This is an optimization exercise on Yosys and OpenROAD, whose aim is small area, not a production implementation. The RTL was checked by simulation tests, not by an equivalence proof against the original design. Power is estimated from default activity; no workload was simulated.

==> run a <==
==> flow/design.v <==
package lmfe_pkg;
    localparam int unsigned DW  = 8;
    localparam int unsigned NUM = 49;
    localparam int unsigned MID = (NUM - 1) / 2;
    localparam int unsigned CW  = 6;
    localparam logic SE_ON = 1'b0;
endpackage
module lmfe_keep_n (
    input  logic i_prev,
    input  logic i_self,
    input  logic i_next,
    input  logic i_sel_prev,
    input  logic i_sel_self,
    input  logic i_sel_next,
    output logic o_keep_n
);
    assign o_keep_n = ~((i_prev & i_sel_prev) | (i_self & i_sel_self) | (i_next & i_sel_next));
endmodule
module lmfe_nand2 (
    input  logic i_a,
    input  logic i_b,
    output logic o_y
);
    assign o_y = ~(i_a & i_b);
endmodule
module lmfe_sort_cell (
    input  logic i_prev,
    input  logic i_self,
    input  logic i_next,
    input  logic i_ins,
    input  logic i_sel_prev,
    input  logic i_sel_self,
    input  logic i_sel_next,
    input  logic i_sel_ins,
    output logic o_next_c
);
    logic w_keep_n;
    logic w_ins_n;
    lmfe_keep_n u_keep (
        .i_prev     (i_prev),
        .i_self     (i_self),
        .i_next     (i_next),
        .i_sel_prev (i_sel_prev),
        .i_sel_self (i_sel_self),
        .i_sel_next (i_sel_next),
        .o_keep_n   (w_keep_n)
    );
    lmfe_nand2 u_ins (.i_a(i_ins), .i_b(i_sel_ins), .o_y(w_ins_n));
    lmfe_nand2 u_out (.i_a(w_keep_n), .i_b(w_ins_n), .o_y(o_next_c));
endmodule
module lmfe_gt_step (
    input  logic i_a,
    input  logic i_bn,
    input  logic i_c,
    output logic o_c
);
    assign o_c = (i_a & i_bn) | (i_a & i_c) | (i_bn & i_c);
endmodule
module lmfe_ne4 (
    input  logic [3:0] i_a,
    input  logic [3:0] i_b,
    output logic       o_ne
);
    assign o_ne = (i_a != i_b);
endmodule
module lmfe_or2 (
    input  logic i_a,
    input  logic i_b,
    output logic o_y
);
    assign o_y = i_a | i_b;
endmodule
module lmfe_or2_en (
    input  logic i_a,
    input  logic i_b,
    input  logic i_en,
    output logic o_y
);
    assign o_y = i_en & (i_a | i_b);
endmodule
module lmfe_nor2 (
    input  logic i_a,
    input  logic i_b,
    output logic o_y
);
    assign o_y = ~(i_a | i_b);
endmodule
module lmfe_slot_sel (
    input  logic i_gtn_prev,
    input  logic i_gtn_self,
    input  logic i_gtn_next,
    input  logic i_dp_prev,
    input  logic i_dp_self,
    output logic o_sel_prev,
    output logic o_sel_self,
    output logic o_sel_next,
    output logic o_sel_ins
);
    lmfe_nor2 u_sp (.i_a(i_gtn_prev), .i_b(i_dp_prev), .o_y(o_sel_prev));
    lmfe_and2 u_sn (.i_a(i_dp_self), .i_b(i_gtn_next), .o_y(o_sel_next));
    logic w_lo_n;
    lmfe_nor2 u_ssa (.i_a(i_gtn_self), .i_b(i_dp_prev), .o_y(w_lo_n));
    lmfe_a21oi u_ss (.i_a1(i_dp_self), .i_a2(i_gtn_self), .i_b1(w_lo_n), .o_y(o_sel_self));
    lmfe_nor3 u_si (.i_a(o_sel_prev), .i_b(o_sel_self), .i_c(o_sel_next), .o_y(o_sel_ins));
endmodule
module lmfe_and2 (
    input  logic i_a,
    input  logic i_b,
    output logic o_y
);
    assign o_y = i_a & i_b;
endmodule
module lmfe_nor3 (
    input  logic i_a,
    input  logic i_b,
    input  logic i_c,
    output logic o_y
);
    assign o_y = ~(i_a | i_b | i_c);
endmodule
module lmfe_a21oi (
    input  logic i_a1,
    input  logic i_a2,
    input  logic i_b1,
    output logic o_y
);
    assign o_y = ~((i_a1 & i_a2) | i_b1);
endmodule
module lmfe_gt_step2 (
    input  logic [1:0] i_a,
    input  logic [1:0] i_bn,
    input  logic       i_c,
    output logic       o_c
);
    logic w_c;
    assign w_c = (i_a[0] & i_bn[0]) | (i_a[0] & i_c) | (i_bn[0] & i_c);
    assign o_c = (i_a[1] & i_bn[1]) | (i_a[1] & w_c) | (i_bn[1] & w_c);
endmodule
module lmfe_gt_first2 (
    input  logic [1:0] i_a,
    input  logic [1:0] i_bn,
    output logic       o_c
);
    logic w_c;
    assign w_c = i_a[0] & i_bn[0];
    assign o_c = (i_a[1] & i_bn[1]) | (i_a[1] & w_c) | (i_bn[1] & w_c);
endmodule
module lmfe_o21ai (
    input  logic i_a1,
    input  logic i_a2,
    input  logic i_b1,
    output logic o_y
);
    assign o_y = ~((i_a1 | i_a2) & i_b1);
endmodule
module lmfe_grp_pfx #(
    parameter int NG = 7
) (
    input  logic [NG-1:0] i_g,
    output logic [NG:1]   o_c,
    output logic [NG:1]   o_c_n
);
    always_comb begin
        logic c;
        c = 1'b0;
        for (int g = 0; g < NG; g++) begin
            c          = c | i_g[g];
            o_c[g+1]   = c;
            o_c_n[g+1] = ~c;
        end
    end
endmodule
module lmfe_sort_end (
    input  logic i_other,
    input  logic i_self,
    input  logic i_ins,
    input  logic i_sel_other,
    input  logic i_sel_self,
    input  logic i_sel_ins,
    output logic o_next_c
);
    assign o_next_c = (i_other & i_sel_other) | (i_self & i_sel_self) | (i_ins & i_sel_ins);
endmodule
module lmfe_median_sorter #(
    parameter int unsigned DW  = lmfe_pkg::DW,
    parameter int unsigned NUM = lmfe_pkg::NUM,
    parameter int unsigned CW  = lmfe_pkg::CW
) (
    input  logic          clk,
    input  logic          RST,
    input  logic          SE,
    input  logic [DW-1:0] INS,
    input  logic [DW-1:0] DEL,
    output logic [DW-1:0] MED,
    output logic          FULL,
    output logic          ERR
);
    localparam int unsigned MID = (NUM - 1) / 2;
    localparam int unsigned GS  = 7;               
    localparam int unsigned NG  = NUM / GS;        
    logic [DW-1:0]  r_slot [NUM];
    logic [DW-1:0]  r_mid;
    logic [CW-1:0]  r_count;
    logic           r_full;
    logic           r_err;
    logic [DW-1:0]  w_cur  [NUM];
    logic [DW-1:0]  w_next [NUM];
    logic [NUM-1:0] w_cmp;      
    logic [NUM-1:0] w_open;     
    logic [NUM-1:0] w_gtn;      
    logic [NUM-1:0] w_ne_lo;    
    logic [NUM-1:0] w_ne_hi;    
    logic [NUM-1:0] w_acc;      
    logic [NG-1:0]  w_grp;      
    logic [NG:0]    w_gc_n;
    logic [NUM-1:0] w_dp;       
    logic [NG:0]    w_gc;       
    logic [NUM-1:0] w_sp, w_ss, w_sn, w_si;
    logic [DW-1:0]  w_ins_n;
    logic           w_upd;
    logic           w_del;
    logic           w_del_n;
    logic           w_absent;
    logic           w_wr_mid;
    assign w_upd   = (SE == lmfe_pkg::SE_ON);
    assign w_del   = w_upd && r_full;
    assign w_del_n = !w_del;
    assign w_ins_n = ~INS & {DW{w_upd}};
    for (genvar g = 0; g < int'(NUM); g++) begin : g_cmp
        if (g == int'(MID)) begin : g_cur
            assign w_cur[g] = r_mid;
        end else begin : g_cur
            assign w_cur[g] = r_slot[g];
        end
        logic [DW-1:0] w_c;
        lmfe_gt_first2 u_first (
            .i_a  (w_cur[g][1:0]),
            .i_bn (w_ins_n[1:0]),
            .o_c  (w_c[1])
        );
        for (genvar k = 2; k + 1 < int'(DW); k += 2) begin : g_step
            lmfe_gt_step2 u_step (
                .i_a  (w_cur[g][k+1:k]),
                .i_bn (w_ins_n[k+1:k]),
                .i_c  (w_c[k-1]),
                .o_c  (w_c[k+1])
            );
        end
        assign w_cmp[g]  = w_c[DW-1];
        assign w_open[g] = w_upd && !r_full && (r_count <= CW'(g));
        lmfe_nor2 u_gtn (.i_a(w_cmp[g]), .i_b(w_open[g]), .o_y(w_gtn[g]));
        lmfe_ne4 u_ne_lo (.i_a(w_cur[g][3:0]), .i_b(DEL[3:0]), .o_ne(w_ne_lo[g]));
        lmfe_ne4 u_ne_hi (.i_a(w_cur[g][7:4]), .i_b(DEL[7:4]), .o_ne(w_ne_hi[g]));
    end
    for (genvar b = 0; b < int'(NG); b++) begin : g_grp
        for (genvar j = 0; j < int'(GS); j++) begin : g_pos
            localparam int I = b * int'(GS) + j;
            if (j == 0) begin : g_acc
                lmfe_nor2 u_eq (.i_a(w_ne_lo[I]), .i_b(w_ne_hi[I]), .o_y(w_acc[I]));
            end else if (j % 2 == 1) begin : g_acc
                logic w_eq;
                lmfe_nor2 u_eq (.i_a(w_ne_lo[I]), .i_b(w_ne_hi[I]), .o_y(w_eq));
                lmfe_nor2 u_or (.i_a(w_acc[I-1]), .i_b(w_eq), .o_y(w_acc[I]));
            end else begin : g_acc
                lmfe_o21ai u_or (.i_a1(w_ne_lo[I]), .i_a2(w_ne_hi[I]), .i_b1(w_acc[I-1]), .o_y(w_acc[I]));
            end
            if (I == int'(NUM) - 1) begin : g_dp
                assign w_dp[I] = w_del;
            end else if (b == 0) begin : g_dp
                if (j % 2 == 0) begin : g_pol
                    lmfe_and2 u_dp (.i_a(w_acc[I]), .i_b(w_del), .o_y(w_dp[I]));
                end else begin : g_pol
                    lmfe_nor2 u_dp (.i_a(w_del_n), .i_b(w_acc[I]), .o_y(w_dp[I]));
                end
            end else begin : g_dp
                if (j % 2 == 0) begin : g_pol
                    lmfe_or2_en u_dp (.i_a(w_acc[I]), .i_b(w_gc[b]), .i_en(w_del), .o_y(w_dp[I]));
                end else begin : g_pol
                    lmfe_a21oi u_dp (.i_a1(w_acc[I]), .i_a2(w_gc_n[b]), .i_b1(w_del_n), .o_y(w_dp[I]));
                end
            end
        end
        assign w_grp[b] = w_acc[b * int'(GS) + int'(GS) - 1];
    end
    lmfe_grp_pfx #(.NG(NG)) u_gpfx (.i_g(w_grp), .o_c(w_gc[NG:1]), .o_c_n(w_gc_n[NG:1]));
    assign w_gc[0]   = 1'b0;
    assign w_gc_n[0] = 1'b1;
    assign w_absent = r_full && !w_gc[NG];
    assign w_wr_mid = r_full || (r_count >= CW'(MID));
    for (genvar g = 0; g < int'(NUM); g++) begin : g_sel
        logic sp, ss, sn, si;
        if (g == 0) begin : g_sel
            assign sp = 1'b0;
            assign ss = w_gtn[g] && !w_dp[g];
            assign sn = w_dp[g] && w_gtn[g+1];
            assign si = !(ss || sn);
        end else if (g == int'(NUM) - 1) begin : g_sel
            assign sp = !(w_gtn[g-1] || w_dp[g-1]);
            assign ss = w_gtn[g] ? !w_dp[g] : w_dp[g-1];
            assign sn = 1'b0;
            assign si = !(sp || ss);
        end else begin : g_sel
            lmfe_slot_sel u_sel (
                .i_gtn_prev (w_gtn[g-1]),
                .i_gtn_self (w_gtn[g]),
                .i_gtn_next (w_gtn[g+1]),
                .i_dp_prev  (w_dp[g-1]),
                .i_dp_self  (w_dp[g]),
                .o_sel_prev (sp),
                .o_sel_self (ss),
                .o_sel_next (sn),
                .o_sel_ins  (si)
            );
        end
        if (g == int'(MID)) begin : g_mid
            assign w_sp[g] = sp && w_wr_mid;
            assign w_sn[g] = sn && w_wr_mid;
            assign w_si[g] = si && w_wr_mid;
            assign w_ss[g] = ss || !w_wr_mid;
        end else begin : g_mid
            assign w_sp[g] = sp;
            assign w_sn[g] = sn;
            assign w_si[g] = si;
            assign w_ss[g] = ss;
        end
    end
    for (genvar g = 0; g < int'(NUM); g++) begin : g_slot
        for (genvar k = 0; k < int'(DW); k++) begin : g_bit
            if (g == 0) begin : g_cell
                lmfe_sort_end u_cell (
                    .i_other     (w_cur[g+1][k]),
                    .i_self      (w_cur[g][k]),
                    .i_ins       (INS[k]),
                    .i_sel_other (w_sn[g]),
                    .i_sel_self  (w_ss[g]),
                    .i_sel_ins   (w_si[g]),
                    .o_next_c    (w_next[g][k])
                );
            end else if (g == int'(NUM) - 1) begin : g_cell
                lmfe_sort_end u_cell (
                    .i_other     (w_cur[g-1][k]),
                    .i_self      (w_cur[g][k]),
                    .i_ins       (INS[k]),
                    .i_sel_other (w_sp[g]),
                    .i_sel_self  (w_ss[g]),
                    .i_sel_ins   (w_si[g]),
                    .o_next_c    (w_next[g][k])
                );
            end else begin : g_cell
                lmfe_sort_cell u_cell (
                    .i_prev     (w_cur[g-1][k]),
                    .i_self     (w_cur[g][k]),
                    .i_next     (w_cur[g+1][k]),
                    .i_ins      (INS[k]),
                    .i_sel_prev (w_sp[g]),
                    .i_sel_self (w_ss[g]),
                    .i_sel_next (w_sn[g]),
                    .i_sel_ins  (w_si[g]),
                    .o_next_c   (w_next[g][k])
                );
            end
        end
    end
    always_ff @(posedge clk) begin
        for (int i = 0; i < int'(NUM); i++) begin
            if (i != int'(MID)) begin
                r_slot[i] <= w_next[i];
            end
        end
    end
    always_ff @(posedge clk or posedge RST) begin
        if (RST) begin
            r_mid   <= '0;
            r_count <= '0;
            r_full  <= 1'b0;
            r_err   <= 1'b0;
        end else begin
            r_mid <= w_next[MID];
            if (w_upd) begin
                if (!r_full) begin
                    r_count <= r_count + CW'(1);
                end
                if (r_count == CW'(NUM - 1)) begin
                    r_full <= 1'b1;
                end
                if (w_absent) begin
                    r_err <= 1'b1;
                end
            end
        end
    end
    assign MED  = r_mid;
    assign FULL = r_full;
    assign ERR  = r_err;
endmodule
==> flow/run.sh <==
#!/bin/bash
# synth_recipe.tcl (not shown) runs the flow's synth.tcl, then flattens the netlist and writes it again
# the make line also repeats each setting of config.mk as NAME=value (left out here)
make -C /OpenROAD-flow-scripts/flow DESIGN_CONFIG=/design/flow/config.mk WORK_HOME=/design/flow/orfs CLKGATE_MAP_FILE= SYNTH_SCRIPT=/design/flow/synth_recipe.tcl finish
==> flow/config.mk <==
export PLATFORM = sky130hd
export DESIGN_NAME = lmfe_median_sorter
export DESIGN_NICKNAME = lmfe_median_sorter
export VERILOG_FILES = /design/flow/design.v
export SDC_FILE = /design/flow/constraint.sdc
export NUM_CORES = 4
export LEC_CHECK = 0
export CAP_MARGIN = 20
export CORE_MARGIN = 2
export CORE_UTILIZATION = 50
export SLEW_MARGIN = 20
export SYNTH_HIERARCHICAL = 1
==> flow/constraint.sdc <==
create_clock -name core_clock -period 6.0 [get_ports {clk}]
set_input_delay 1.2000 -clock core_clock [delete_from_list [all_inputs] [get_ports {clk}]]
set_output_delay 1.2000 -clock core_clock [all_outputs]
set_load 0.01 [all_outputs]
==> inputs of run b, as changes to run a <==
CTS_CLUSTER_DIAMETER = 100   (was default)
CTS_CLUSTER_SIZE = 20   (was default)
==> inputs of run c, as changes to run a <==
--- a/flow/design.v
+++ b/flow/design.v
@@ -98,9 +98,9 @@
 );
     lmfe_nor2 u_sp (.i_a(i_gtn_prev), .i_b(i_dp_prev), .o_y(o_sel_prev));
     lmfe_and2 u_sn (.i_a(i_dp_self), .i_b(i_gtn_next), .o_y(o_sel_next));
-    logic w_lo_n;
-    lmfe_nor2 u_ssa (.i_a(i_gtn_self), .i_b(i_dp_prev), .o_y(w_lo_n));
-    lmfe_a21oi u_ss (.i_a1(i_dp_self), .i_a2(i_gtn_self), .i_b1(w_lo_n), .o_y(o_sel_self));
+    logic w_hi_n;
+    lmfe_nand2 u_ssa (.i_a(i_dp_self), .i_b(i_gtn_self), .o_y(w_hi_n));
+    lmfe_or2_en u_ss (.i_a(i_gtn_self), .i_b(i_dp_prev), .i_en(w_hi_n), .o_y(o_sel_self));
     lmfe_nor3 u_si (.i_a(o_sel_prev), .i_b(o_sel_self), .i_c(o_sel_next), .o_y(o_sel_ins));
 endmodule
 module lmfe_and2 (
CTS_CLUSTER_DIAMETER = 100   (was default)
CTS_CLUSTER_SIZE = 24   (was default)
==> qor summary <==
| item | run c | run a | run b |
|---|---|---|---|
| Ratio of cells with drive above 1 in the final layout | 0.0577 | 0.0801 | 0.0688 |
| Post-Layout Cell Count | 4147 | 4190 | 4140 |
| Combinational cell power | 9.43 mW | 9.49 mW | 9.48 mW |
| Final Power | 18.7 mW | 20.0 mW | 18.7 mW |
| Netlist Area Pre-Place | 25900 sq um | 26000 sq um | 26000 sq um |
| Critical-path cell with the highest stage delay | a21oi_1 | or4_1 | or4_1 |
| Clock tree cell share of total cell area | 0.0239 | 0.0541 | 0.0245 |
| Peak supply drop | 0.365 mV | 0.388 mV | 0.414 mV |
| Buffering stage count on the worst path with inverters included | 5 | 2 | 2 |
| Status | finished clean | finished clean | finished clean |
| H-tree depth | 1 | 2 | 1 |
| Reg clk slew, reported paths | 0.10 ns | 0.06 ns | 0.09 ns |
| Total vias in the final route | 29400 | 29700 | 29500 |
| Number of filler instances in the final layout | 4939 | 4761 | 4867 |
| FF-to-FF path depth | 17 | 18 | 17 |
| Critical R2R Launch | r_slot[14][3] | r_slot[15][5] | r_slot[15][7] |
| Worst slack, placed | 0.825 ns | 0.683 ns | 0.683 ns |
| Data required time at the worst endpoint | 6.48 ns | 6.53 ns | 6.48 ns |
| Post-route minimum period | 4.73 ns | 4.85 ns | 4.89 ns |
| Routed met3 length | 11.6 mm | 12.2 mm | 11.7 mm |
| Layout clock buffers | 25 | 71 | 29 |
| Max Fanout on Critical Path | 16 | 20 | 18 |
| Part of the total power dissipated in sequential elements | 0.401 | 0.375 | 0.399 |

==> static timing again, ports no longer ideal <==
How much do the figures lean on ideal ports? The routed layouts below were timed once more, with nothing changed but the port constraints. Step 1 sets driving cells, clkbuf_16 on the clock port and buf_2 on the other inputs (assumed; they add their load-dependent delay and slew). Step 2 adds t to the input delays and takes it off the output delays; t is the mean of the earliest and latest rising clock arrival at the registers after step 1. Input paths then give back, and output paths get back, about the clock's delay inside the block. Slacks: no drivers / after step 1 / after step 2; pairs: no drivers / after step 1.
run	shift t [ns]	setup WS [ns]	slew at the worst register clock pin (ns)	worst data-port slew with drivers (ns)	cell pins on the clock port's net
run a	0.653	1.148 / 1.184 / 0.531	0.07 / 0.07	0.04	1
run b	0.649	1.110 / 1.146 / 0.497	0.10 / 0.10	0.04	1
run c	0.651	1.272 / 1.306 / 0.655	0.11 / 0.11	0.03	1
After both steps setup and hold are still met in every run listed.
